This is an optimization exercise on Yosys and OpenROAD, whose aim is small area, not a production implementation. In this exercise RTL edits were held to simulation tests only and were not proved equivalent to the original. Power is estimated from default activity; no workload was simulated.

[design.v]
module rv_register_file (
  input  logic        clk,
  input  logic        rst,
  input  logic [4:0]  A1,
  input  logic [4:0]  A2,
  input  logic [4:0]  A3,
  input  logic        WE3,
  input  logic [31:0] WD3,
  output logic [31:0] RD1,
  output logic [31:0] RD2
);
  logic [31:0] regs_reg [0:31];
  logic [31:0] wsel;
  assign wsel[0] = 1'b0;
  genvar gi;
  generate
    for (gi = 1; gi < 32; gi++) begin : g_wsel
      assign wsel[gi] = WE3 && (A3 == 5'(gi));
    end
  endgenerate
  always_ff @(posedge clk) begin
    for (int i = 0; i < 32; i++) begin
      if (rst) begin
        regs_reg[i] <= '0;
      end else if (wsel[i]) begin
        regs_reg[i] <= WD3;
      end
    end
  end
  assign RD1 = (A1 == 5'd0) ? 32'd0 : regs_reg[A1];
  assign RD2 = (A2 == 5'd0) ? 32'd0 : regs_reg[A2];
endmodule
[run.sh]
#!/bin/bash
# synth_recipe.tcl (not shown) runs the flow's synth.tcl, then flattens the netlist and writes it again
# the make line also repeats each setting of config.mk as NAME=value (left out here)
make -C /OpenROAD-flow-scripts/flow DESIGN_CONFIG=/design/flow/config.mk WORK_HOME=/design/flow/orfs CLKGATE_MAP_FILE= SYNTH_SCRIPT=/design/flow/synth_recipe.tcl finish
[config.mk]
export PLATFORM = sky130hd
export DESIGN_NAME = rv_register_file
export DESIGN_NICKNAME = rv_register_file
export VERILOG_FILES = /design/flow/design.v
export SDC_FILE = /design/flow/constraint.sdc
export NUM_CORES = 4
export LEC_CHECK = 0
export CAP_MARGIN = 20
export CORE_MARGIN = 2
export CORE_UTILIZATION = 25
export PLACE_DENSITY = 0.45
export SLEW_MARGIN = 20
[constraint.sdc]
create_clock -name core_clock -period 7.0 [get_ports {clk}]
set_input_delay 1.4000 -clock core_clock [delete_from_list [all_inputs] [get_ports {clk}]]
set_output_delay 1.4000 -clock core_clock [all_outputs]
set_load 0.01 [all_outputs]
==> results.sh, run 1 <==
export IMPL_clk_pin_slew_ns=0.06
export IMPL_grt_ovfl_total=0
export IMPL_ant_nets=0
export IMPL_critPathTopFamily="buffers and inverters"
export IMPL_fmax_mhz=145.9
export IMPL_cp_num_buf_inv=3
export IMPL_crit_chain="clkdlybuf4s50_1, nand2b_1, nor2_4, buf_12, a22oi_1, nand4_1, a2111oi_0, a21oi_1, clkdlybuf4s50_1"
export IMPL_wl_per_cell_um=38.83
export IMPL_vias_per_cell=6.308
export IMPL_reg2regPathDepth=2
export IMPL_rr_endpoint="regs_reg[20][31]"
export IMPL_first_pass_iters=7
export IMPL_syn2layout_area_growth_pct=19.01
export IMPL_r2r_slack_ns=5.96
export IMPL_synth_flop_cell="dfxtp_1"
export IMPL_htreeDepth=3
export IMPL_cts_sinks=992
export IMPL_wl_um=346800
export IMPL_finalCoreUtilization_pct=29.99
export IMPL_syn_cell_area_um2=46830
export IMPL_place_congestion=0.9814
export IMPL_postCtsSetupRepairBufs=0
export IMPL_r2r_start="regs_reg[20][31]"
export IMPL_crit_path_start_kind="primary input"
export IMPL_num_rows=158
export IMPL_critPathArrivalTime_ns=5.46
export IMPL_ctsLongestPathBuffers=3
export IMPL_postSynth_asyncResetShare_pct=0
export IMPL_vdd_drop_max_uv=205.0
export IMPL_yosysUniqueCellTypes=57
export IMPL_ios=114
export IMPL_hp_class="reg -> reg"
export IMPL_power_mw=13.18
export IMPL_drtIter0Drc=11920
export IMPL_antenna_found_initial=29
export IMPL_setup_ws_ns=0.1442
export IMPL_final_setup_tns_ns=0
export IMPL_path_max_fanout=15
export IMPL_synth_edff_count=0
export IMPL_skew_ns=0
export IMPL_hpwl_um=205300
export IMPL_die_width_um=436.8
export IMPL_grt_util_all_layers_pct=34.64
export IMPL_start_util_pct=25.20
export IMPL_worst_slew_pin_slew_ns=1.188
export IMPL_ys_seq_area_share_pct=42.41
export IMPL_num_fill_cells=19990
export IMPL_slowest_delay_ns=0.76
export IMPL_grt_max_degree=165
export IMPL_rsz0062_at_grt="false"
export IMPL_grt_pass1_wl_um=455400
export IMPL_synth_fp_nets=6499
export IMPL_cts_root_buf="clkbuf_16"
export IMPL_seq_area_um2=19860
export IMPL_holdPathEnd="regs_reg[16][22]"
export IMPL_hold_viol=0
export IMPL_finalSetupViolations=0
export IMPL_slowest_stage="clkdlybuf4s50_1"
export IMPL_whs_path_depth=2
export IMPL_grt_use_met2_pct=48.62
export IMPL_p_leak_nw=17.76
export IMPL_dp_slack_ns=0.3012
export IMPL_drc=0
export IMPL_slew_headroom_pct=20.80
export IMPL_insertion_delay_ns=0.76
export IMPL_p_per_area_nw_per_um2=236.5
export IMPL_cp_common_cell="clkdlybuf4s50_1"
export IMPL_crit_start="A2[3]"
export IMPL_numCtsBuffers=113
export IMPL_gr_usage_met3_pct=11.76
export IMPL_core_area_um2=185800
export IMPL_top_usage_layer="met2"
export IMPL_ys_ff_latch=992
export IMPL_worstPathRequired_ns=5.60
export IMPL_timing_final_crit_share_pct=97.94
export IMPL_worstHoldStart="regs_reg[16][22]"
export IMPL_path_class="in -> out"
export IMPL_multi_input_area_um2=24900
export IMPL_largest_reg_flops=992
export IMPL_dieArea_um2=190800
export IMPL_dr_total_vias=56350
export IMPL_grt_pass1_vias=49980
export IMPL_cts_resized=0
export IMPL_final_net_count=6397
export IMPL_outcome="timing/DRC/antenna clean"
export IMPL_postSynthAreaPerCell_um2=7.261
export IMPL_end_kind="output port"
export IMPL_cts_hold_buf=0
export IMPL_io_buffers=113
export IMPL_grt_util_met1_pct=44.34
export IMPL_period_needed_ns=6.856
export IMPL_cts_tree="done"
export IMPL_ys_warn_count=2
export IMPL_die_y_um=436.8
export IMPL_syn_inst=6449
export IMPL_layout_drive_gt1_share_pct=10.19
export IMPL_maxSlewViolCount=0
export IMPL_maxCapViolCount=0
==> layout by cell type (no fill, tap or decap), types with 19 or more instances in the layout <==
| cell | n |
|---|---|
| a21oi_1 | 1158 |
| a22o_1 | 22 |
| buf_12 | 42 |
| nand3_1 | 53 |
| clkdlybuf4s50_1 | 94 |
| nor3_1 | 68 |
| clkinv_2 | 25 |
| a22oi_1 | 789 |
| nor4_1 | 26 |
| dfxtp_1 | 992 |
| buf_4 | 265 |
| nand4_1 | 104 |
| nand2_2 | 33 |
| nor2_1 | 49 |
| a222oi_1 | 33 |
| clkbuf_16 | 114 |
| nand2_1 | 2201 |
| a221oi_1 | 29 |
| clkbuf_8 | 26 |
| nand2b_1 | 19 |
| nor2_4 | 56 |
| nor3_4 | 20 |
==> worst max path at each step <==
stage / to / depth (start not counted)
after CTS: RD2[17] / 9
final: RD2[1] / 9
after floorplan: RD1[23] / 9
after detailed placement: RD2[17] / 9
after global routing: RD2[17] / 9
after global placement: RD2[17] / 9
==> metal layers <==
layer	vias up	share of wire [%]
met3	1461	14
met2	5293	40
met5	-	0.028
met1	27220	37
li1	22370	-
met4	14	8.0
==> Yosys cell counts (all sizes together), types with 5 or more instances <==
cell type	count	area [um^2]
a221oi	29	254.0
a31oi	16	100.1
mux2i	6	60.06
a222oi	33	330.3
or2	9	56.31
and3	14	87.58
nor3	100	619.3
a21oi	1158	5796
and2	5	31.28
nor4	28	181.4
nor2	108	478.0
a22oi	789	5923
nand3	53	265.3
a22o	22	192.7
o21ai	14	70.07
or3	7	43.79
nor2b	10	62.56
clkbuf	442	1659
buf	193	1056
nand2	2235	8394
nand4	104	650.6
a2111oi	7	61.31
nand2b	20	127.6
nand3b	8	60.06
dfxtp	992	19860
mux2	5	56.30
==> kinds of logic after synthesis <==
group / after synthesis / share of synthesized area, %
AND/OR/NAND/NOR: 2720 / 23.97
AO/OA/AOI/OAI: 2089 / 27.56
flip-flops: 992 / 42.41
buffers and inverters: 637 / 5.814
multiplexers: 11 / 0.2485
==> report_power, final <==
part           switching (mW)  total, mW  internal [mW]
combinational           0.743      0.920          0.177
sequential             0.0491       5.74           5.69
clock                    2.72       6.52           3.80
==> worst min-delay path, cell delays in order (launching register included) <==
cell     delay (ns)
dfxtp_1        0.32
nand2_1        0.05
a21oi_1        0.05
==> final cells by class <==
type / count / area share (%)
well taps: 2480 / 5.568
multi-input cells: 4820 / 44.67
inverters: 2 / 0.01347
clock inverters: 50 / 1.242
clock buffers: 155 / 5.862
flip-flops and latches: 992 / 35.63
diodes: 16 / 0.07184
repair buffers: 418 / 6.937
==> through the flow <==
step	area (um^2)	std cells	hold WS, ns
2_1_floorplan	46830	6449	0.4442
3_3_place_gp	51770	8711	0.4552
3_5_place_dp	51740	8712	0.4613
4_1_cts	55700	8917	0.4691
5_1_grt	55700	8923	0.4892
6_report	55730	8933	0.4717
==> run 2, diff against run 1 <==
==> design.v (replaced) <==
module rf_wmux (
  input  logic        s,
  input  logic        sn,
  input  logic [31:0] a,
  input  logic [31:0] b,
  output logic [31:0] y
);
  assign y = (a & {32{s}}) | (b & {32{sn}});
endmodule
module rf_aoi222 (
  input  logic a1, b1, a2, b2, a3, b3,
  output logic y
);
  assign y = ~((a1 & b1) | (a2 & b2) | (a3 & b3));
endmodule
module rf_nand2 (
  input  logic a, b,
  output logic y
);
  assign y = ~(a & b);
endmodule
module rf_nand4 (
  input  logic a, b, c, d,
  output logic y
);
  assign y = ~(a & b & c & d);
endmodule
module rf_nand3 (
  input  logic a, b, c,
  output logic y
);
  assign y = ~(a & b & c);
endmodule
module rf_or3 (
  input  logic a, b, c,
  output logic y
);
  assign y = a | b | c;
endmodule
module rf_rbit (
  input  logic [31:1] sel,
  input  logic [31:1] d,
  output logic        y
);
  logic [10:0] n;
  logic [2:0]  p;
  genvar g;
  generate
    for (g = 0; g < 10; g++) begin : g_aoi
      rf_aoi222 u (.a1(sel[3*g+1]), .b1(d[3*g+1]),
                   .a2(sel[3*g+2]), .b2(d[3*g+2]),
                   .a3(sel[3*g+3]), .b3(d[3*g+3]), .y(n[g]));
    end
  endgenerate
  rf_nand2 u_n2 (.a(sel[31]), .b(d[31]), .y(n[10]));
  rf_nand4 u_c0 (.a(n[0]), .b(n[1]), .c(n[2]),  .d(n[3]), .y(p[0]));
  rf_nand4 u_c1 (.a(n[4]), .b(n[5]), .c(n[6]),  .d(n[7]), .y(p[1]));
  rf_nand3 u_c2 (.a(n[8]), .b(n[9]), .c(n[10]), .y(p[2]));
  rf_or3   u_o  (.a(p[0]), .b(p[1]), .c(p[2]), .y(y));
endmodule
module rv_register_file (
  input  logic        clk,
  input  logic        rst,
  input  logic [4:0]  A1,
  input  logic [4:0]  A2,
  input  logic [4:0]  A3,
  input  logic        WE3,
  input  logic [31:0] WD3,
  output logic [31:0] RD1,
  output logic [31:0] RD2
);
  logic [31:0] regs_reg [1:31];
  logic [31:0] nxt      [1:31];
  logic [31:1] wen, s1, s2;
  logic [31:0] wdata;
  assign wdata = WD3 & {32{~rst}};
  genvar gi, gb;
  generate
    for (gi = 1; gi < 32; gi++) begin : g_reg
      assign wen[gi] = rst | (WE3 && (A3 == 5'(gi)));
      assign s1[gi]  = (A1 == 5'(gi));
      assign s2[gi]  = (A2 == 5'(gi));
      rf_wmux u_wm (.s(wen[gi]), .sn(~wen[gi]), .a(wdata), .b(regs_reg[gi]),
                    .y(nxt[gi]));
    end
    for (gb = 0; gb < 32; gb++) begin : g_rd
      logic [31:1] col;
      for (gi = 1; gi < 32; gi++) begin : g_col
        assign col[gi] = regs_reg[gi][gb];
      end
      rf_rbit u_r1 (.sel(s1), .d(col), .y(RD1[gb]));
      rf_rbit u_r2 (.sel(s2), .d(col), .y(RD2[gb]));
    end
  endgenerate
  always_ff @(posedge clk) begin
    for (int i = 1; i < 32; i++) begin
      regs_reg[i] <= nxt[i];
    end
  end
endmodule
--- a/config.mk
+++ b/config.mk
@@ -10,3 +10,5 @@
 export CORE_UTILIZATION = 25
 export PLACE_DENSITY = 0.45
 export SLEW_MARGIN = 20
+export SYNTH_HIERARCHICAL = 1
+export SYNTH_MINIMUM_KEEP_SIZE = 0
==> run 2 against run 1 <==
Effect of this change: hold slack improved by 0.023 ns; clock skew did not move; critical path depth fell by 1; setup slack improved by 0.27 ns; global-route usage fell by 10 points; critical endpoint is now RD2[24]; synthesized cell count fell by 48%; sequential power rose by 14%; wire length fell by 39%.
==> results.sh, run 2 <==
export IMPL_outcome="timing/DRC/antenna clean"
export IMPL_skew_ns=0
export IMPL_die_y_um=404.8
export IMPL_core_area_um2=160000
export IMPL_num_rows=147
export IMPL_layout_commonest_cell="dfxtp_1"
export IMPL_dpl_instance_area_um2=44630
export IMPL_cts_hold_buf=0
export IMPL_final_setup_tns_ns=0
export IMPL_syn_cell_area_um2=40150
export IMPL_synth_edff_count=0
export IMPL_maxCapViolCount=0
export IMPL_hold_viol=0
export IMPL_intPower_mw=10.44
export IMPL_num_fill_cells=16200
export IMPL_end_kind="output port"
export IMPL_postSynth_asyncResetShare_pct=0
export IMPL_first_pass_iters=13
export IMPL_worst_slew_pin_slew_ns=1.208
export IMPL_cts_root_buf="clkbuf_16"
export IMPL_synth_top_area_cell="dfxtp_1"
export IMPL_hp_class="reg -> reg"
export IMPL_syn_inst=3354
export IMPL_dieArea_um2=163800
export IMPL_rr_endpoint="regs_reg[10][17]"
export IMPL_critPathArrivalTime_ns=5.18
export IMPL_io_buffers=113
export IMPL_postCtsSetupRepairBufs=0
export IMPL_final_net_count=3625
export IMPL_wl_per_cell_um=36.57
export IMPL_reg2regPathDepth=1
export IMPL_timing_final_crit_share_pct=94.07
export IMPL_p_per_area_nw_per_um2=296.5
export IMPL_power_mw=14.38
export IMPL_die_width_um=404.8
export IMPL_grt_pass1_vias=35750
export IMPL_antenna_found_initial=10
export IMPL_ios=114
export IMPL_dr_total_vias=37980
export IMPL_drc=0
export IMPL_pwr_share_comb_pct=11.8
export IMPL_wl_um=210700
export IMPL_largest_reg_flops=992
export IMPL_htreeDepth=3
export IMPL_p_switching_mw=3.944
export IMPL_ys_ff_latch=992
export IMPL_ys_warn_count=10
export IMPL_synth_flop_cell="dfxtp_1"
export IMPL_multi_input_area_um2=19000
export IMPL_holdPathEnd="regs_reg[26][16]"
export IMPL_ctsLongestPathBuffers=3
export IMPL_seq_area_um2=19860
export IMPL_finalCoreUtilization_pct=30.31
export IMPL_drtIter0Drc=8269
export IMPL_path_class="in -> out"
export IMPL_path_max_fanout=12
export IMPL_clk_pin_slew_ns=0.06
export IMPL_synth_area_top_cells="dfxtp_1 49%, a22o_1 20%, a222oi_1 16%, buf_6 5.2%, nand4_1 2.0%"
export IMPL_worstHoldStart="regs_reg[26][16]"
export IMPL_grt_util_all_layers_pct=24.50
export IMPL_syn2layout_area_growth_pct=20.78
export IMPL_synth_top_area_share_pct=49.46
export IMPL_yosysUniqueCellTypes=27
export IMPL_maxSlewViolCount=0
export IMPL_ys_seq_area_share_pct=49.46
export IMPL_vdd_drop_max_uv=183.6
export IMPL_cts_tree="done"
export IMPL_rsz0062_at_grt="false"
export IMPL_place_congestion=0.8697
export IMPL_vias_per_cell=6.592
export IMPL_final_cell_mix="992 x dfxtp_1, 930 x a22o_1, 640 x a222oi_1"
export IMPL_r2r_start="regs_reg[10][17]"
export IMPL_p_leak_nw=18.15
export IMPL_ant_nets=0
export IMPL_fmax_mhz=151.9
export IMPL_cts_sinks=992
export IMPL_power_frac_clock_pct=42.8
export IMPL_synth_fp_nets=3404
export IMPL_postSynthAreaPerCell_um2=11.97
export IMPL_swShare_pct=27.43
export IMPL_start_util_pct=25.09
export IMPL_worstPathRequired_ns=5.60
export IMPL_crit_path_start_kind="primary input"
export IMPL_grt_pass1_wl_um=288200
export IMPL_grt_ovfl_total=0
export IMPL_grt_max_degree=59
export IMPL_power_sequential_fraction_pct=45.3
export IMPL_r2r_slack_ns=6.32
export IMPL_slew_headroom_pct=19.27
export IMPL_layout_drive_gt1_share_pct=16.19
export IMPL_synth_most_common_cell="dfxtp_1"
export IMPL_whs_path_depth=1
export IMPL_numCtsBuffers=112
export IMPL_period_needed_ns=6.585
export IMPL_cts_resized=0
export IMPL_insertion_delay_ns=0.69
export IMPL_hpwl_um=125300
export IMPL_synth_top_cells_by_count="992 x dfxtp_1, 930 x a22o_1, 640 x a222oi_1"
export IMPL_finalSetupViolations=0
export IMPL_design_area_um2=48500
-- run 2: changes by cell type in the layout (fill, tap and decap cells not counted), moves of 68 or more --
cell,change
a22oi_1,-789
nor3_1,-68
a22o_1,+908
a21oi_1,-1158
nand2_1,-2133
a222oi_1,+607
buf_4,-95
-- run 2: area by class of cell --
cell class                      instances  share of cell area, %
Clock buffer                          165                  6.831
Antenna cell                            6                0.03096
Clock inverter                         43                  1.022
Sequential cell                       992                  40.95
Multi-Input combinational cell       2146                  39.18
Tap cell                             2086                  5.381
Timing Repair Buffer                  323                  6.607
-- run 2: per-module statistics from Yosys, one instance, submodules excluded, excerpt --
| module | copies in the design | cells | flops+latches | cell area (um^2) |
|---|---|---|---|---|
| rf_nand4 | 128 | 1 | 0 | 6.256 |
| rf_wmux | 31 | 38 | 0 | 350.3 |
| rf_nand3 | 64 | 1 | 0 | 5.005 |
| rf_or3 | 64 | 1 | 0 | 6.256 |
| rv_register_file | 1 | 1216 | 992 | 21130 |
| rf_nand2 | 64 | 1 | 0 | 3.754 |
| rf_aoi222 | 640 | 1 | 0 | 10.01 |
-- run 2: worst max-delay path, cell delays in order --
cell and delay, ns:
clkdlybuf4s50_1 0.82, nand2b_1 0.35, nor3_2 0.91, buf_4 0.40, a222oi_1 0.16, nand4_1 0.26, or3_1 0.27, clkdlybuf4s50_1 0.58
-- run 2: layer usage --
layer,up-vias,GRT usage [%],part of all wire [%]
li1,15560,-,-
met1,19030,31.93,40
met2,2849,36.79,43
met3,526,5.578,11
met4,8,14.64,6.2
met5,-,0,0.024
-- run 2: per-stage QoR --
stage               setup WS, ns  hold WS [ns]  cells
finish                    0.4152        0.4943   5761
global route              0.3815        0.5060   5755
CTS                       0.4219        0.4956   5753
detailed placement        0.4316        0.4767   5545
global placement          0.4163        0.4724   5545
floorplan                  1.616        0.4599   3354
-- run 2: cell families after synthesis --
kind of cell	share of synthesized area, %
simple gates	6.241
buf+inv	5.553
flops	49.46
compound gates	38.75
-- run 2: worst max-delay path by stage --
stage / startpoint / end / slack (ns)
after floorplan: A1[3] / RD1[0] / 1.62
after global placement: A2[4] / RD2[29] / 0.42
after detailed placement: A2[4] / RD2[29] / 0.43
after CTS: A1[4] / RD1[17] / 0.42
after global routing: A2[1] / RD2[23] / 0.38
final: A2[1] / RD2[24] / 0.42
-- run 2: power by group through the flow --
stage	Clock (mW)	Sequential (mW)	Combinational, mW
floorplan	0	6.51	0.958
global placement	0	6.61	1.65
detailed placement	0	6.61	1.67
global route	6.46	6.57	1.75
finish	6.16	6.52	1.70
CTS	6.23	6.50	1.67
==> run 3, diff against run 2 <==
--- a/design.v
+++ b/design.v
@@ -1,11 +1,11 @@
-module rf_wmux (
+module rf_wnext (
   input  logic        s,
   input  logic        sn,
-  input  logic [31:0] a,
-  input  logic [31:0] b,
+  input  logic [31:0] x,
+  input  logic [31:0] q,
   output logic [31:0] y
 );
-  assign y = (a & {32{s}}) | (b & {32{sn}});
+  assign y = ~((q | {32{s}}) & (x | {32{sn}}));
 endmodule
 module rf_aoi222 (
   input  logic a1, b1, a2, b2, a3, b3,
@@ -31,19 +31,27 @@
 );
   assign y = ~(a & b & c);
 endmodule
-module rf_or3 (
+module rf_nor3 (
   input  logic a, b, c,
   output logic y
 );
-  assign y = a | b | c;
+  assign y = ~(a | b | c);
+endmodule
+module rf_xnor2 (
+  input  logic a, b,
+  output logic y
+);
+  assign y = ~(a ^ b);
 endmodule
 module rf_rbit (
   input  logic [31:1] sel,
   input  logic [31:1] d,
+  input  logic        ph,
   output logic        y
 );
   logic [10:0] n;
   logic [2:0]  p;
+  logic        pn;
   genvar g;
   generate
     for (g = 0; g < 10; g++) begin : g_aoi
@@ -56,7 +64,8 @@
   rf_nand4 u_c0 (.a(n[0]), .b(n[1]), .c(n[2]),  .d(n[3]), .y(p[0]));
   rf_nand4 u_c1 (.a(n[4]), .b(n[5]), .c(n[6]),  .d(n[7]), .y(p[1]));
   rf_nand3 u_c2 (.a(n[8]), .b(n[9]), .c(n[10]), .y(p[2]));
-  rf_or3   u_o  (.a(p[0]), .b(p[1]), .c(p[2]), .y(y));
+  rf_nor3  u_o  (.a(p[0]), .b(p[1]), .c(p[2]), .y(pn));
+  rf_xnor2 u_x  (.a(pn), .b(ph), .y(y));
 endmodule
 module rv_register_file (
   input  logic        clk,
@@ -71,28 +80,35 @@
 );
   logic [31:0] regs_reg [1:31];
   logic [31:0] nxt      [1:31];
+  logic        ph_reg;
   logic [31:1] wen, s1, s2;
-  logic [31:0] wdata;
-  assign wdata = WD3 & {32{~rst}};
+  logic [31:0] wx;
+  logic        ph1, ph2;
+  assign wx = {32{rst}} | (WD3 ^ {32{ph_reg}});
   genvar gi, gb;
   generate
     for (gi = 1; gi < 32; gi++) begin : g_reg
       assign wen[gi] = rst | (WE3 && (A3 == 5'(gi)));
       assign s1[gi]  = (A1 == 5'(gi));
       assign s2[gi]  = (A2 == 5'(gi));
-      rf_wmux u_wm (.s(wen[gi]), .sn(~wen[gi]), .a(wdata), .b(regs_reg[gi]),
-                    .y(nxt[gi]));
+      rf_wnext u_wn (.s(wen[gi]), .sn(~wen[gi]), .x(wx), .q(regs_reg[gi]),
+                     .y(nxt[gi]));
     end
+  endgenerate
+  assign ph1 = ph_reg & (A1 != 5'd0);
+  assign ph2 = ph_reg & (A2 != 5'd0);
+  generate
     for (gb = 0; gb < 32; gb++) begin : g_rd
       logic [31:1] col;
       for (gi = 1; gi < 32; gi++) begin : g_col
         assign col[gi] = regs_reg[gi][gb];
       end
-      rf_rbit u_r1 (.sel(s1), .d(col), .y(RD1[gb]));
-      rf_rbit u_r2 (.sel(s2), .d(col), .y(RD2[gb]));
+      rf_rbit u_r1 (.sel(s1), .d(col), .ph(ph1), .y(RD1[gb]));
+      rf_rbit u_r2 (.sel(s2), .d(col), .ph(ph2), .y(RD2[gb]));
     end
   endgenerate
   always_ff @(posedge clk) begin
+    ph_reg <= ~ph_reg & ~rst;
     for (int i = 1; i < 32; i++) begin
       regs_reg[i] <= nxt[i];
     end
--- a/config.mk
+++ b/config.mk
@@ -7,8 +7,9 @@
 export LEC_CHECK = 0
 export CAP_MARGIN = 20
 export CORE_MARGIN = 2
-export CORE_UTILIZATION = 25
-export PLACE_DENSITY = 0.45
+export CORE_UTILIZATION = 60
+export CTS_BUF_LIST = sky130_fd_sc_hd__clkbuf_4
+export PLACE_DENSITY = 0.7
 export SLEW_MARGIN = 20
 export SYNTH_HIERARCHICAL = 1
 export SYNTH_MINIMUM_KEEP_SIZE = 0
==> run 3 against run 2 <==
Effect of this change: now fails the layout checks on setup timing; area after synthesis is 4.7% lower; combinational power is 34% higher; first-iteration DRC count is 48% higher; maximum frequency is 6.1% lower; clock power is 23% lower; cell area is 9.1% lower; sequential share of layout area is 4.1 points higher; hold slack worse by 0.025 ns; sequential cell count is 1 higher; critical path type unchanged; highest routed layer unchanged.
==> results.sh, run 3 <==
export IMPL_outcome="complete, but fails checks"
export IMPL_so_violations="setup timing"
export IMPL_r2r_slack_ns=4.60
export IMPL_numCtsBuffers=238
export IMPL_cts_tree="done"
export IMPL_drc=0
export IMPL_htreeDepth=4
export IMPL_crit_path_start_kind="primary input"
export IMPL_dpl_instance_area_um2=41010
export IMPL_postSynth_asyncResetShare_pct=0
export IMPL_rsz0062_at_grt="false"
export IMPL_ys_ff_latch=993
export IMPL_grt_util_all_layers_pct=53.66
export IMPL_fin_cells=4812
export IMPL_design_area_um2=44100
export IMPL_end_kind="output port"
export IMPL_die_y_um=256.5
export IMPL_hpwl_um=108000
export IMPL_drtIter0Drc=12210
export IMPL_slowest_delay_ns=1.12
export IMPL_grt_pass1_vias=40440
export IMPL_synth_top_area_cell="dfxtp_1"
export IMPL_maxCapViolCount=0
export IMPL_antenna_found_initial=6
export IMPL_wl_per_cell_um=38.26
export IMPL_cts_resized=0
export IMPL_p_per_area_nw_per_um2=317.7
export IMPL_io_buffers=113
export IMPL_insertion_delay_ns=1.17
export IMPL_p_leak_nw=15.66
export IMPL_num_rows=92
export IMPL_seq_area_um2=19880
export IMPL_wl_um=184100
export IMPL_ys_warn_count=10
export IMPL_crit_chain="clkdlybuf4s50_1, nand2b_1, nor2_4, a222oi_1, nand4_1, nor3_2, xnor2_1, clkdlybuf4s50_1"
export IMPL_path_max_fanout=32
export IMPL_hp_class="reg -> reg"
export IMPL_synth_flop_cell="dfxtp_1"
export IMPL_vias_per_cell=8.745
export IMPL_reg2regPathDepth=4
export IMPL_slew_headroom_pct=13.11
export IMPL_dieArea_um2=65790
export IMPL_grt_max_degree=37
export IMPL_dp_slack_ns=0.4600
export IMPL_synth_edff_count=0
export IMPL_timing_final_crit_share_pct=100.1
export IMPL_r2r_start="ph_reg"
export IMPL_vdd_drop_max_uv=222.4
export IMPL_num_fill_cells=4829
export IMPL_dp_cells=4379
export IMPL_core_area_um2=63080
export IMPL_clk_pin_slew_ns=0.06
export IMPL_die_width_um=256.5
export IMPL_slowest_stage="nor2_4"
export IMPL_syn2layout_area_growth_pct=15.29
export IMPL_setup_ws_ns=-0.009574
export IMPL_worst_slew_pin_slew_ns=1.302
export IMPL_cts_root_buf="clkbuf_4"
export IMPL_start_util_pct=60.64
export IMPL_hold_viol=0
export IMPL_ant_nets=0
export IMPL_postSynthAreaPerCell_um2=11.06
export IMPL_syn_cell_area_um2=38250
export IMPL_ys_seq_area_share_pct=51.97
export IMPL_worstHoldStart="regs_reg[11][16]"
export IMPL_rr_endpoint="regs_reg[29][26]"
export IMPL_synth_top_area_share_pct=51.97
export IMPL_synth_area_top_cells="dfxtp_1 52%, a222oi_1 17%, o22ai_1 16%, buf_6 2.8%, xnor2_1 2.2%"
export IMPL_period_needed_ns=7.010
export IMPL_syn_inst=3459
export IMPL_final_net_count=3824
export IMPL_finalSetupViolations=1
export IMPL_synth_most_common_cell="dfxtp_1"
export IMPL_ctsLongestPathBuffers=3
export IMPL_multi_input_area_um2=17360
export IMPL_dr_total_vias=42080
export IMPL_yosysUniqueCellTypes=31
export IMPL_largest_reg_flops=992
export IMPL_first_pass_iters=17
export IMPL_path_class="in -> out"
export IMPL_layout_drive_gt1_share_pct=18.39
export IMPL_maxSlewViolCount=0
export IMPL_synth_top_cells_by_count="993 x dfxtp_1, 992 x o22ai_1, 640 x a222oi_1"
export IMPL_place_congestion=1.008
export IMPL_postCtsSetupRepairBufs=0
export IMPL_final_cell_mix="992 x o22ai_1, 992 x dfxtp_1, 640 x a222oi_1"
export IMPL_cts_sinks=993
export IMPL_cp_common_cell="clkdlybuf4s50_1"
export IMPL_holdPathEnd="regs_reg[11][16]"
export IMPL_worstPathRequired_ns=5.60
export IMPL_critPathArrivalTime_ns=5.61
export IMPL_whs_path_depth=1
export IMPL_grt_pass1_wl_um=262600
export IMPL_skew_ns=0.06471
export IMPL_cts_hold_buf=0
export IMPL_synth_fp_nets=3509
export IMPL_fmax_mhz=142.7
export IMPL_grt_ovfl_total=0
export IMPL_ios=114
[run 3: cell types whose count changed after synthesis, moves of 28 or more]
cell | previous run | this run
nand2b_1 | 8 | 36
a22o_1 | 930 | 0
nor3_2 | 2 | 64
o22ai_1 | 0 | 992
buf_6 | 186 | 94
buf_2 | 15 | 76
nor2b_1 | 34 | 4
a22o_2 | 62 | 0
buf_4 | 0 | 36
xnor2_1 | 0 | 96
or3_1 | 68 | 2
[run 3: routing by layer]
metal  part of all wire [%]  global-route usage, %  vias up
li1                       -                      -    16290
met1                     32                  62.19    19570
met2                     39                  74.19     4811
met3                     19                  28.58     1407
met4                    9.4                  39.86        8
met5                   0.21                  4.167        -
[run 3: modules after synthesis, one instance, submodules excluded, a selection]
module | cells inside | times used
rf_aoi222 | 1 | 640
rf_nand2 | 1 | 64
rf_nand3 | 1 | 64
rf_nand4 | 1 | 128
rf_nor3 | 1 | 64
rf_wnext | 38 | 31
rf_xnor2 | 1 | 64
rv_register_file | 1257 | 1
[run 3: worst max-delay path: cells and delay by family]
kind / cells / cell delay (ns)
XOR/XNOR: 1 / 0.53
AO/OA/AOI/OAI: 1 / 0.29
AND/OR/NAND/NOR: 4 / 2.04
buffers and inverters: 2 / 1.31
[run 3: how the worst max path moves through the flow]
stage	startpoint	endpoint	cells after the start
6_report	A2[4]	RD2[22]	8
5_1_grt	A2[4]	RD2[22]	8
4_1_cts	A2[4]	RD2[22]	8
3_5_place_dp	A2[4]	RD2[22]	8
3_3_place_gp	A2[4]	RD2[24]	10
2_1_floorplan	A1[4]	RD1[0]	6
[run 3: metrics by stage]
step	utilization (%)	hold WS [ns]	power, mW	setup TNS, ns
detailed placement	65.01	0.4588	9.168	0
global placement	64.95	0.4490	9.036	0
CTS	69.82	0.4687	13.79	0
floorplan	-	0.4415	8.149	0
finish	69.92	0.4689	14.01	-0.009574
global route	69.91	0.4818	14.38	0
[run 3: power by group]
group / leakage, nW / total, mW / switching (mW) / internal, mW
registers: 8.36 / 6.97 / 0.585 / 6.38
logic: 5.53 / 2.28 / 1.41 / 0.868
clock network: 1.78 / 4.77 / 2.42 / 2.35
[run 3: layout make-up]
| class | instances | share of cell area (%) |
|---|---|---|
| diodes | 7 | 0.03972 |
| clock buffers | 340 | 5.787 |
| clock inverters | 85 | 1.087 |
| multi-input cells | 2245 | 39.36 |
| flip-flops and latches | 993 | 45.08 |
| well taps | 846 | 2.400 |
| repair buffers | 296 | 6.247 |
[run 3: cells by family (layout without fill, tap and decap cells)]
group / after synthesis / after routing / synth area share (%)
and+or+nand+nor: 453 / 453 / 7.147
buffers and inverters: 221 / 721 / 4.615
xor gates and xnor gates: 96 / 96 / 2.198
other: 0 / 7 / 0
AOI/OAI and AO/OA: 1696 / 1696 / 34.07
DFF: 993 / 993 / 51.97
==> run 4, diff against run 3 <==
--- a/design.v
+++ b/design.v
@@ -13,12 +13,6 @@
 );
   assign y = ~((a1 & b1) | (a2 & b2) | (a3 & b3));
 endmodule
-module rf_nand2 (
-  input  logic a, b,
-  output logic y
-);
-  assign y = ~(a & b);
-endmodule
 module rf_nand4 (
   input  logic a, b, c, d,
   output logic y
@@ -31,17 +25,23 @@
 );
   assign y = ~(a & b & c);
 endmodule
-module rf_nor3 (
+module rf_nand2 (
+  input  logic a, b,
+  output logic y
+);
+  assign y = ~(a & b);
+endmodule
+module rf_or3 (
   input  logic a, b, c,
   output logic y
 );
-  assign y = ~(a | b | c);
+  assign y = a | b | c;
 endmodule
-module rf_xnor2 (
+module rf_xor2 (
   input  logic a, b,
   output logic y
 );
-  assign y = ~(a ^ b);
+  assign y = a ^ b;
 endmodule
 module rf_rbit (
   input  logic [31:1] sel,
@@ -51,7 +51,7 @@
 );
   logic [10:0] n;
   logic [2:0]  p;
-  logic        pn;
+  logic        pp;
   genvar g;
   generate
     for (g = 0; g < 10; g++) begin : g_aoi
@@ -64,8 +64,34 @@
   rf_nand4 u_c0 (.a(n[0]), .b(n[1]), .c(n[2]),  .d(n[3]), .y(p[0]));
   rf_nand4 u_c1 (.a(n[4]), .b(n[5]), .c(n[6]),  .d(n[7]), .y(p[1]));
   rf_nand3 u_c2 (.a(n[8]), .b(n[9]), .c(n[10]), .y(p[2]));
-  rf_nor3  u_o  (.a(p[0]), .b(p[1]), .c(p[2]), .y(pn));
-  rf_xnor2 u_x  (.a(pn), .b(ph), .y(y));
+  rf_or3   u_o  (.a(p[0]), .b(p[1]), .c(p[2]), .y(pp));
+  rf_xor2  u_x  (.a(pp), .b(ph), .y(y));
+endmodule
+module rf_rdec (
+  input  logic [4:0]  a,
+  output logic [31:1] s
+);
+  genvar g;
+  generate
+    for (g = 1; g < 32; g++) begin : g_s
+      assign s[g] = (a == 5'(g));
+    end
+  endgenerate
+endmodule
+module rf_wdec (
+  input  logic [4:0]  a,
+  input  logic        we,
+  input  logic        rst,
+  output logic [31:1] en,
+  output logic [31:1] enn
+);
+  genvar g;
+  generate
+    for (g = 1; g < 32; g++) begin : g_e
+      assign en[g]  = rst | (we && (a == 5'(g)));
+      assign enn[g] = ~en[g];
+    end
+  endgenerate
 endmodule
 module rv_register_file (
   input  logic        clk,
@@ -81,17 +107,17 @@
   logic [31:0] regs_reg [1:31];
   logic [31:0] nxt      [1:31];
   logic        ph_reg;
-  logic [31:1] wen, s1, s2;
+  logic [31:1] wen, wenn, s1, s2;
   logic [31:0] wx;
   logic        ph1, ph2;
   assign wx = {32{rst}} | (WD3 ^ {32{ph_reg}});
+  rf_wdec u_wdec (.a(A3), .we(WE3), .rst(rst), .en(wen), .enn(wenn));
+  rf_rdec u_rdec1 (.a(A1), .s(s1));
+  rf_rdec u_rdec2 (.a(A2), .s(s2));
   genvar gi, gb;
   generate
     for (gi = 1; gi < 32; gi++) begin : g_reg
-      assign wen[gi] = rst | (WE3 && (A3 == 5'(gi)));
-      assign s1[gi]  = (A1 == 5'(gi));
-      assign s2[gi]  = (A2 == 5'(gi));
-      rf_wnext u_wn (.s(wen[gi]), .sn(~wen[gi]), .x(wx), .q(regs_reg[gi]),
+      rf_wnext u_wn (.s(wen[gi]), .sn(wenn[gi]), .x(wx), .q(regs_reg[gi]),
                      .y(nxt[gi]));
     end
   endgenerate
==> flow/run.sh (new file) <==
#!/bin/bash
set -euo pipefail
export BUFFER_PORTS_ARGS="-buffer_cell sky130_fd_sc_hd__buf_1"
export CTS_ARGS="-sink_clustering_enable -repair_clock_nets -buf_list sky130_fd_sc_hd__clkbuf_4 -dont_use_dummy_load -sink_clustering_size 10 -sink_clustering_max_diameter 40"
bash standard.sh > standard.log 2>&1
==> standard.sh (new file) <==
#!/bin/bash
# synth_recipe.tcl (not shown) runs the flow's synth.tcl, then flattens the netlist and writes it again
# the make line also repeats each setting of config.mk as NAME=value (left out here)
make -C /OpenROAD-flow-scripts/flow DESIGN_CONFIG=/design/flow/config.mk WORK_HOME=/design/flow/orfs CLKGATE_MAP_FILE= SYNTH_SCRIPT=/design/flow/synth_recipe.tcl "${@:-finish}"
--- a/config.mk
+++ b/config.mk
@@ -7,9 +7,9 @@
 export LEC_CHECK = 0
 export CAP_MARGIN = 20
 export CORE_MARGIN = 2
-export CORE_UTILIZATION = 60
+export CORE_UTILIZATION = 50
 export CTS_BUF_LIST = sky130_fd_sc_hd__clkbuf_4
-export PLACE_DENSITY = 0.7
+export PLACE_DENSITY = 0.6
 export SLEW_MARGIN = 20
 export SYNTH_HIERARCHICAL = 1
 export SYNTH_MINIMUM_KEEP_SIZE = 0
removed: run.sh
==> run 4 against run 3 <==
Effect of this change: now clean on timing, DRC and antenna; wire length decreased by 2.8%; combinational power decreased by 13%; sequential cell count unchanged; via count decreased by 5.2%; critical endpoint is now RD1[12]; largest cell class unchanged; largest power group unchanged.
==> results.sh, run 4 <==
export IMPL_wl_per_cell_um=38.41
export IMPL_drtIter0Drc=10110
export IMPL_dieArea_um2=78320
export IMPL_maxCapViolCount=0
export IMPL_drc=0
export IMPL_synth_top_area_share_pct=52.25
export IMPL_ys_seq_area_share_pct=52.25
export IMPL_p_per_area_nw_per_um2=287.1
export IMPL_vdd_drop_max_uv=142.5
export IMPL_grt_max_degree=46
export IMPL_postSynthAreaPerCell_um2=10.99
export IMPL_num_fill_cells=6734
export IMPL_dpl_instance_area_um2=39930
export IMPL_postSynth_asyncResetShare_pct=0
export IMPL_hp_class="reg -> reg"
export IMPL_design_area_um2=41080
export IMPL_vias_per_cell=8.568
export IMPL_start_util_pct=50.26
export IMPL_hold_viol=0
export IMPL_grt_pass1_vias=37940
export IMPL_skew_ns=0.06848
export IMPL_path_class="in -> out"
export IMPL_crit_path_start_kind="primary input"
export IMPL_synth_top_cells_by_count="993 x dfxtp_1, 992 x o22ai_1, 640 x a222oi_1"
export IMPL_ios=114
export IMPL_final_cell_mix="992 x o22ai_1, 992 x dfxtp_1, 640 x a222oi_1"
export IMPL_worstPathRequired_ns=5.60
export IMPL_cts_sinks=993
export IMPL_worst_slew_pin_slew_ns=1.232
export IMPL_timing_final_crit_share_pct=88.29
export IMPL_slew_headroom_pct=17.84
export IMPL_wl_met1_um=64340
export IMPL_synth_area_top_cells="dfxtp_1 52%, a222oi_1 17%, o22ai_1 16%, buf_6 2.8%, nand4_1 2.1%"
export IMPL_antenna_found_initial=7
export IMPL_cts_root_buf="clkbuf_4"
export IMPL_fin_cells=4657
export IMPL_p_leak_nw=14.54
export IMPL_numCtsBuffers=141
export IMPL_wl_um=178900
export IMPL_syn_inst=3461
export IMPL_finalSetupViolations=0
export IMPL_ctsLongestPathBuffers=3
export IMPL_die_y_um=279.9
export IMPL_insertion_delay_ns=1.01
export IMPL_worst_hold_slack_ns=0.4725
export IMPL_final_net_count=3721
export IMPL_met2_length_um=72720
export IMPL_syn_cell_area_um2=38050
export IMPL_path_max_fanout=16
export IMPL_die_width_um=279.9
export IMPL_dr_max_layer_used="met5"
export IMPL_end_kind="output port"
export IMPL_setup_ws_ns=0.8197
export IMPL_final_setup_tns_ns=0
export IMPL_num_rows=101
export IMPL_hpwl_um=104600
export IMPL_grt_ovfl_total=0
export IMPL_synth_flop_cell="dfxtp_1"
export IMPL_ys_ff_latch=993
export IMPL_postCtsSetupRepairBufs=0
export IMPL_outcome="timing/DRC/antenna clean"
export IMPL_clk_pin_slew_ns=0.07
export IMPL_ys_warn_count=10
export IMPL_first_pass_iters=14
export IMPL_grt_util_all_layers_pct=43.55
export IMPL_synth_most_common_cell="dfxtp_1"
export IMPL_wl_met3_um=29530
export IMPL_io_buffers=113
export IMPL_dr_total_vias=39900
export IMPL_grt_pass1_wl_um=254100
export IMPL_fmax_mhz=161.8
export IMPL_ant_nets=0
export IMPL_period_needed_ns=6.180
export IMPL_synth_top_area_cell="dfxtp_1"
export IMPL_rsz0062_at_grt="false"
export IMPL_syn2layout_area_growth_pct=7.971
export IMPL_yosysUniqueCellTypes=33
export IMPL_cts_resized=0
export IMPL_cts_tree="done"
export IMPL_largest_reg_flops=992
export IMPL_synth_fp_nets=3511
export IMPL_core_area_um2=75700
export IMPL_dp_cells=4504
export IMPL_htreeDepth=4
export IMPL_synth_edff_count=0
export IMPL_cts_hold_buf=0
export IMPL_maxSlewViolCount=0
export IMPL_place_congestion=1.036
export IMPL_critPathArrivalTime_ns=4.78
export IMPL_layout_drive_gt1_share_pct=11.86
export IMPL_dp_slack_ns=1.044
==> run 4: per-module statistics from Yosys, one instance, submodules excluded, a selection <==
module / flip-flops and latches / times used / cells inside / cell area, um^2
rf_wnext: 0 / 31 / 38 / 251.5
rf_wdec: 0 / 1 / 98 / 653.1
rf_rdec: 0 / 2 / 46 / 217.7
rv_register_file: 993 / 1 / 1069 / 20430
rf_or3: 0 / 64 / 1 / 6.256
rf_nand2: 0 / 64 / 1 / 3.754
rf_nand4: 0 / 128 / 1 / 6.256
rf_aoi222: 0 / 640 / 1 / 10.01
==> run 4: critical path, cell delays in order <==
cell	delay [ns]
buf_1	0.19
nand2b_1	0.70
nor2_2	0.40
buf_4	0.29
a222oi_1	0.54
nand4_1	0.36
or3_1	0.50
xor2_1	0.18
buf_1	0.19
==> run 4: area by class of cell <==
type | count | area, um^2 | area share [%]
flip-flops and latches | 993 | 19880 | 48.39
multi-input cells | 2247 | 17070 | 41.56
repair buffers | 288 | 1822 | 4.435
well taps | 978 | 1224 | 2.979
clock buffers | 141 | 1059 | 2.577
diodes | 10 | 25.02 | 0.06091
==> run 4: cell families after synthesis <==
family | Yosys count | share of synthesized area, %
buffers and inverters | 221 | 4.650
xor gates and xnor gates | 96 | 2.210
and+or+nand+nor | 455 | 6.633
AOI/OAI and AO/OA | 1696 | 34.26
DFF | 993 | 52.25
==> run 4: per-stage QoR <==
step / util, % / power [mW]
floorplan: - / 8.088
global placement: 52.68 / 8.812
detailed placement: 52.76 / 8.925
CTS: 54.15 / 11.64
global route: 54.26 / 12.14
finish: 54.27 / 11.80
==> run 4: metal layers <==
metal	global-route usage, %	up-vias
met5	0.5003	-
met2	61.86	4077
met4	26.70	6
li1	-	15840
met3	14.09	778
met1	57.20	19210
==> run 4: path summary, 6_finish.rpt <==
check / endpoint / slack (ns) / startpoint / cells past startpoint
max: RD1[12] / 0.82 / A1[3] / 9
min: regs_reg[11][27] / 0.47 / regs_reg[11][27] / 1
max reg2reg: regs_reg[28][2] / 4.82 / ph_reg / 4
min reg2reg: regs_reg[11][27] / 0.47 / regs_reg[11][27] / 1
==> run 4: power breakdown <==
| part | switching, mW | total [mW] | internal (mW) |
|---|---|---|---|
| clock network | 1.92 | 2.85 | 0.926 |
| logic | 1.31 | 1.99 | 0.680 |
| registers | 0.580 | 6.96 | 6.38 |
| total | 3.81 | 11.8 | 7.98 |
==> run 5, diff against run 4 <==
--- a/config.mk
+++ b/config.mk
@@ -7,9 +7,9 @@
 export LEC_CHECK = 0
 export CAP_MARGIN = 20
 export CORE_MARGIN = 2
-export CORE_UTILIZATION = 50
+export CORE_UTILIZATION = 60
 export CTS_BUF_LIST = sky130_fd_sc_hd__clkbuf_4
-export PLACE_DENSITY = 0.6
+export PLACE_DENSITY = 0.7
 export SLEW_MARGIN = 20
 export SYNTH_HIERARCHICAL = 1
 export SYNTH_MINIMUM_KEEP_SIZE = 0
==> run 5 against run 4 <==
Effect of this change: hold slack worse by 0.0013 ns; clock skew up 0.0097 ns; clock power down 2%; highest routed layer unchanged; cell area is 1.4% lower; wire length decreased by 0.56%; still clean on timing, DRC and antenna; setup slack better by 0.26 ns; cell count shrank 3.6%; first-iteration DRC count is 23% higher; die area is 16% lower; maximum frequency is 4.5% higher.
==> results.sh, run 5 <==
export IMPL_outcome="timing/DRC/antenna clean"
export IMPL_drtIter0Drc=12480
export IMPL_die_y_um=255.8
export IMPL_finalCoreUtilization_pct=64.46
export IMPL_layout_drive_gt1_share_pct=11.47
export IMPL_maxSlewViolCount=0
export IMPL_final_setup_tns_ns=0
export IMPL_power_sequential_fraction_pct=59.2
export IMPL_yosysUniqueCellTypes=33
export IMPL_synth_most_common_cell="dfxtp_1"
export IMPL_finalSetupViolations=0
export IMPL_synth_area_top_cells="dfxtp_1 52%, a222oi_1 17%, o22ai_1 16%, buf_6 2.8%, nand4_1 2.1%"
export IMPL_wl_met3_um=33720
export IMPL_insertion_delay_ns=1.03
export IMPL_met2_length_um=69860
export IMPL_grt_pass1_wl_um=253900
export IMPL_antenna_found_initial=15
export IMPL_start_util_pct=60.54
export IMPL_worstHoldStart="regs_reg[11][15]"
export IMPL_timing_final_crit_share_pct=84.51
export IMPL_ys_seq_area_share_pct=52.25
export IMPL_r2r_start="ph_reg"
export IMPL_synth_fp_nets=3511
export IMPL_vdd_drop_max_uv=156.2
export IMPL_vias_per_cell=9.049
export IMPL_dr_total_vias=40640
export IMPL_crit_chain="buf_1, nand3b_1, nor2_2, buf_4, a222oi_1, nand4_1, or3_1, xor2_1, buf_1"
export IMPL_power_mw=11.73
export IMPL_cts_resized=0
export IMPL_ys_warn_count=10
export IMPL_hold_viol=0
export IMPL_num_rows=92
export IMPL_wl_per_cell_um=39.61
export IMPL_intPower_mw=7.941
export IMPL_place_congestion=0.9979
export IMPL_clk_pin_slew_ns=0.06
export IMPL_maxCapViolCount=0
export IMPL_dieArea_um2=65440
export IMPL_pwr_share_comb_pct=17.0
export IMPL_grt_util_all_layers_pct=51.69
export IMPL_cp_common_cell="buf_1"
export IMPL_critPathArrivalTime_ns=4.52
export IMPL_slowest_stage="nor2_2"
export IMPL_synth_edff_count=0
export IMPL_ys_ff_latch=993
export IMPL_first_pass_iters=14
export IMPL_ctsLongestPathBuffers=3
export IMPL_cts_tree="done"
export IMPL_crit_path_start_kind="primary input"
export IMPL_crit_start="A2[0]"
export IMPL_numCtsBuffers=136
export IMPL_postSynthAreaPerCell_um2=10.99
export IMPL_grt_max_degree=65
export IMPL_final_net_count=3686
export IMPL_core_area_um2=62850
export IMPL_num_fill_cells=5120
export IMPL_drc=0
export IMPL_cts_hold_buf=0
export IMPL_postCtsSetupRepairBufs=0
export IMPL_syn2layout_area_growth_pct=6.478
export IMPL_power_frac_clock_pct=23.8
export IMPL_setup_ws_ns=1.084
export IMPL_rsz0062_at_grt="false"
export IMPL_die_width_um=255.8
export IMPL_largest_reg_flops=992
export IMPL_hpwl_um=99570
export IMPL_final_cell_mix="992 x o22ai_1, 992 x dfxtp_1, 640 x a222oi_1"
export IMPL_swShare_pct=32.30
export IMPL_synth_top_area_share_pct=52.25
export IMPL_dp_slack_ns=1.415
export IMPL_period_needed_ns=5.916
export IMPL_synth_top_cells_by_count="993 x dfxtp_1, 992 x o22ai_1, 640 x a222oi_1"
export IMPL_worst_slew_pin_slew_ns=1.256
export IMPL_cts_root_buf="clkbuf_4"
export IMPL_dr_max_layer_used="met5"
export IMPL_wl_um=177900
export IMPL_p_switching_mw=3.789
export IMPL_slew_headroom_pct=16.29
export IMPL_p_leak_nw=14.33
export IMPL_fmax_mhz=169.0
export IMPL_wl_met1_um=57650
export IMPL_ios=114
export IMPL_worstPathRequired_ns=5.60
export IMPL_hp_class="reg -> reg"
export IMPL_htreeDepth=4
export IMPL_synth_top_area_cell="dfxtp_1"
export IMPL_end_kind="output port"
export IMPL_postSynth_asyncResetShare_pct=0
export IMPL_grt_pass1_vias=38560
export IMPL_grt_ovfl_total=0
export IMPL_skew_ns=0.07817
export IMPL_io_buffers=113
export IMPL_ant_nets=0
export IMPL_syn_cell_area_um2=38050
export IMPL_p_per_area_nw_per_um2=289.5
export IMPL_path_max_fanout=21
export IMPL_syn_inst=3461
export IMPL_synth_flop_cell="dfxtp_1"
export IMPL_path_class="in -> out"
export IMPL_cts_sinks=993
export IMPL_slowest_delay_ns=0.84
## run 5: metrics by stage
| stage | instances | hold WS (ns) | cell area (um^2) |
|---|---|---|---|
| after floorplan | 3461 | 0.4415 | 38050 |
| after global routing | 4485 | 0.4856 | 40500 |
| after detailed placement | 4341 | 0.4586 | 39370 |
| after CTS | 4477 | 0.4708 | 40390 |
| final | 4491 | 0.4712 | 40510 |
| after global placement | 4341 | 0.4493 | 39360 |
## run 5: logic make-up after synthesis
group,share of synthesized area (%)
AOI/OAI and AO/OA,34.26
and+or+nand+nor,6.633
DFF,52.25
buffers and inverters,4.650
xor gates and xnor gates,2.210
## run 5: routing by layer
layer / up-vias / track usage (%)
met5: - / 0
met3: 1265 / 23.55
li1: 15790 / -
met1: 19020 / 63.30
met2: 4552 / 71.48
met4: 12 / 37.20
## run 5: path summary, 6_finish.rpt
path                                          to  cells after the start  slack, ns
worst min register to register  regs_reg[11][15]                      1       0.47
worst max-delay path                      RD2[8]                      9       1.08
worst min-delay path            regs_reg[11][15]                      1       0.47
worst max register to register   regs_reg[30][0]                      5       4.61
## run 5: per-module statistics from Yosys (local to each module, per instance), a selection
module	copies in the design	area, um^2	flip-flops and latches
rf_aoi222	640	10.01	0
rf_nand3	64	5.005	0
rf_nand4	128	6.256	0
rf_or3	64	6.256	0
rf_rdec	2	217.7	0
rf_wdec	1	653.1	0
rf_wnext	31	251.5	0
rf_xor2	64	8.758	0
rv_register_file	1	20430	993
## run 5: area by class of cell
cell class | instances | area (um^2) | area share (%)
Tap cell | 846 | 1059 | 2.613
Timing Repair Buffer | 258 | 1569 | 3.873
Antenna cell | 11 | 27.53 | 0.06795
Clock buffer | 136 | 1021 | 2.520
Multi-Input combinational cell | 2247 | 16960 | 41.85
Sequential cell | 993 | 19880 | 49.07
## run 5: power groups by stage
stage               Sequential [mW]  Clock, mW  Combinational [mW]
floorplan                      6.89          0                1.19
global placement               6.97          0                1.79
detailed placement             7.04          0                1.84
CTS                            6.91       2.75                1.84
global route                   7.02       2.98                2.01
finish                         6.95       2.79                1.99
## run 5: critical path, delay by kind of cell
kind	cells	cell delay, ns
AO/OA/AOI/OAI	1	0.19
XOR/XNOR	1	0.34
buffers and inverters	3	0.96
AND/OR/NAND/NOR	4	1.59

## what the ideal ports hide
No port has a modelled driver above. Below, the same layouts with a new extraction and two added sets of constraints. Step 1 assumes that a clkbuf_16 drives the clock port and a buf_2 every other input. Step 2 adds t to the input delays and takes it off the output delays; t is the mean of the earliest and latest rising clock arrival at the registers after step 1. Input paths then give back, and output paths get back, about the clock's delay inside the block. Slacks: ideal / step 1 / step 2; pairs: ideal / step 1.
| run | shift t [ns] | slack for setup (ns) | worst slew at a driven data input, ns | pins driven straight from the clock port |
|---|---|---|---|---|
| run 1 | 0.869 | 0.144 / -0.026 / -0.026 | 0.17 | 1 |
| run 2 | 0.784 | 0.415 / 0.389 / 0.389 | 0.11 | 1 |
| run 3 | 1.207 | -0.010 / -0.042 / -0.042 | 0.13 | 1 |
| run 4 | 1.064 | 0.820 / 0.792 / 0.792 | 0.14 | 1 |
| run 5 | 1.076 | 1.084 / 1.053 / 1.053 | 0.11 | 1 |
With both steps, setup timing fails in run 1, where it was met with ideal ports. The setup slack of run 1, which loses most, moves by -0.170 ns with the drivers and by -0.170 ns with both steps.
